This design comes from an exercise in tuning for a short achievable clock period on the open sky130 flow, not from production work.
Function was checked by simulation only, so behaviour that the tests miss may differ from the original.
No activity file was given, so power comes from the tool's default toggle rates.

Setup of lane 1:
==> flow/design.v (excerpt) <==
module mipsCore #(
    parameter logic [31:0] RESET_PC = 32'h0000_3000
) (
    input  logic          clk,
    input  logic          arstN,
    output logic [31:0]   pc,
    input  logic [31:0]   instr,
    output logic [31:0]   memAddr,
    output logic [31:0]   memWdata,
    output logic          memWe,
    input  logic [31:0]   memRdata,
    output logic          regWe,
    output logic [4:0]    regWaddr,
    output logic [31:0]   regWdata
);
clock: 13.0 ns
lec_check: 0
cap_margin: 20
core_margin: 2
core_utilization: 60
place_density: 0.7
setup_slack_margin: 5
slew_margin: 20
synth_hierarchical: 1
run.sh (not shown) runs the stock make flow with config.mk's settings and CLKGATE_MAP_FILE= SYNTH_SCRIPT=/design/flow/synth_recipe.tcl, a recipe that flattens the netlist after the stock synthesis.
Lane 1: all stages complete, timing, DRC and antenna checks passed
Relative to lane 1, the following input files were edited for lane 2:
Settings: PLACE_DENSITY: 0.7 -> 0.55; CORE_UTILIZATION: 60 -> 32.
==> flow/flow/run.sh (new file) <==
#!/bin/bash
# The standard layout (standard.sh: standard synthesis, floorplan, place,
# CTS, route), with one change: the port buffers that placement inserts on
# every input and output are sky130_fd_sc_hd__buf_16 instead of the default
# pick (a delay cell, clkdlybuf4s50_1). Make's full output goes to
# standard_flow.log; each ORFS step also keeps its own log under orfs/logs/.
set -euo pipefail
bash standard.sh "BUFFER_PORTS_ARGS=-buffer_cell sky130_fd_sc_hd__buf_16" finish > standard_flow.log 2>&1
==> flow/standard.sh (new file) <==
#!/bin/bash
# synth_recipe.tcl (not shown) runs the flow's synth.tcl, then flattens the netlist and writes it again
# the make line also repeats each setting of config.mk as NAME=value (left out here)
make -C /OpenROAD-flow-scripts/flow DESIGN_CONFIG=/design/flow/config.mk WORK_HOME=/design/flow/orfs CLKGATE_MAP_FILE= SYNTH_SCRIPT=/design/flow/synth_recipe.tcl "${@:-finish}"
removed: flow/run.sh
==> comparison <==
The total number of multi-input combinational cells of lane 1 and that of lane 2 are within noise of each other.
Lane 2 vs. lane 1: met2 layer usage reported by global route went down by 24 points.
Summary of lane 2 over lane 1: number of well-tap cells placed rose by 87%, internal power component rose by 0.25 mW, power rose by about 4.5%, sequential share of layout area fell by 1.7 points.
## Diff of input files: lane 3 against lane 2
Settings: a deleted PLACE_DENSITY that had been 0.55; a change of CORE_UTILIZATION from 32 to 40.
==> flow/flow/run.sh <==
#!/bin/bash
# The standard layout (standard.sh: standard synthesis, floorplan, place,
# CTS, route), with one change: the port buffers that placement inserts on
# every input and output are sky130_fd_sc_hd__buf_6 instead of the default
# pick (a delay cell, clkdlybuf4s50_1). Make's full output goes to
# standard_flow.log; each ORFS step also keeps its own log under orfs/logs/.
set -euo pipefail
bash standard.sh "BUFFER_PORTS_ARGS=-buffer_cell sky130_fd_sc_hd__buf_6" finish > standard_flow.log 2>&1
### Flow results
Compared lane 3 against lane 2; total number of vias within noise. NOTE top achievable clock speed lane 2->lane 3 increased slightly. Power per cell area up 1.3% in lane 3 wrt lane 2. Looking at clock skew across both flows, lane 3 is the weaker of the two, with lane 2 ahead. Cell count: lane 3 vs lane 2 down about 7%. Comparing the two runs side by side, lane 3 comes out ahead of lane 2 on cell area. Post-synthesis to final-layout area growth for lane 3 is lower than for lane 2.

mipsCore again, from the RTL that the note above started with.
Design mipsCore, start of the top module:
module mipsCore #(
    parameter logic [31:0] RESET_PC = 32'h0000_3000
) (
    input  logic          clk,
    input  logic          arstN,
    output logic [31:0]   pc,
    input  logic [31:0]   instr,
    output logic [31:0]   memAddr,
    output logic [31:0]   memWdata,
    output logic          memWe,
    input  logic [31:0]   memRdata,
    output logic          regWe,
    output logic [4:0]    regWaddr,
    output logic [31:0]   regWdata
);
make LEC_CHECK=0 CAP_MARGIN=20 CORE_MARGIN=2 CORE_UTILIZATION=40 SETUP_SLACK_MARGIN=5 SLEW_MARGIN=20 SYNTH_HIERARCHICAL=1 finish   # period 13.0 ns
Stock flow here: none of the scripts above is used.
Edit:
==> flow/flow/run.sh (new file) <==
#!/bin/bash
# The standard layout (standard.sh: standard synthesis, floorplan, place,
# CTS, route), with one change: the port buffers that placement inserts on
# every input and output are sky130_fd_sc_hd__buf_12 instead of the default
# pick (a delay cell, clkdlybuf4s50_1). Make's full output goes to
# standard_flow.log; each ORFS step also keeps its own log under orfs/logs/.
set -euo pipefail
bash standard.sh "BUFFER_PORTS_ARGS=-buffer_cell sky130_fd_sc_hd__buf_12" finish > standard_flow.log 2>&1
==> flow/standard.sh (new file) <==
#!/bin/bash
# synth_recipe.tcl (not shown) runs the flow's synth.tcl, then flattens the netlist and writes it again
# the make line also repeats each setting of config.mk as NAME=value (left out here)
make -C /OpenROAD-flow-scripts/flow DESIGN_CONFIG=/design/flow/config.mk WORK_HOME=/design/flow/orfs CLKGATE_MAP_FILE= SYNTH_SCRIPT=/design/flow/synth_recipe.tcl "${@:-finish}"
removed: flow/run.sh
Effect: Sequential share of layout area came out lower by 0.51 points; hold slack gains 0.0066 ns; register-to-register slack improves by 0.35 ns; count of clock-buffer cells in the layout went up by 2; via count drops by 0.36%; synthesized cell count does not change; worst setup slack is better by 0.011 ns; design area grows by 1.7%; final cell count fell by 0.37%; power is about the same.
Edit:
--- a/flow/flow/run.sh
+++ b/flow/flow/run.sh
@@ -4 +4 @@
-# every input and output are sky130_fd_sc_hd__buf_12 instead of the default
+# every input and output are sky130_fd_sc_hd__buf_16 instead of the default
@@ -8 +8 @@
-bash standard.sh "BUFFER_PORTS_ARGS=-buffer_cell sky130_fd_sc_hd__buf_12" finish > standard_flow.log 2>&1
+bash standard.sh "BUFFER_PORTS_ARGS=-buffer_cell sky130_fd_sc_hd__buf_16" finish > standard_flow.log 2>&1
- power climbs by 3.7%
- fmax went up by about 0.7%
- clock power is higher by 6.1%
- sequential cell count does not change
- design area climbs by 2.2%
- clock skew grows by 0.0097 ns
- synthesized cell count does not change

[port drivers added, routing unchanged]
Ports are ideal in the flow. The routed layouts listed here were re-timed in OpenROAD. Step 1 assumes that a clkbuf_16 drives the clock port and a buf_2 every other input. Step 2 times the ports against the registers' clock, not the clock port: input delays grow and output delays shrink by t, the midpoint of the rising clock arrivals with the driver on. Slacks: ideal / step 1 / step 2; pairs: ideal / step 1.
run | t (ns) | setup slack, ns | worst setup path at the end | worst register clock-pin slew, ns
lane 1 | 0.827 | 4.018 / 3.567 / 3.567 | input to output | 0.07 / 0.07
lane 2 | 0.871 | 4.137 / 3.299 / 3.299 | input to output | 0.07 / 0.07
lane 3 | 0.860 | 4.227 / 3.737 / 3.737 | input to output | 0.07 / 0.07
the first run of note 2 | 0.848 | 4.258 / 3.786 / 3.746 | input to register | 0.07 / 0.07
the second run of note 2 | 0.867 | 4.269 / 3.579 / 3.573 | input to register | 0.07 / 0.07
the third run of note 2 | 0.862 | 4.333 / 3.654 / 3.654 | input to output | 0.08 / 0.08
After both steps setup and hold are still met in every run listed. The setup slack of lane 2, which loses most, moves by -0.838 ns with the drivers and by -0.838 ns with both steps.
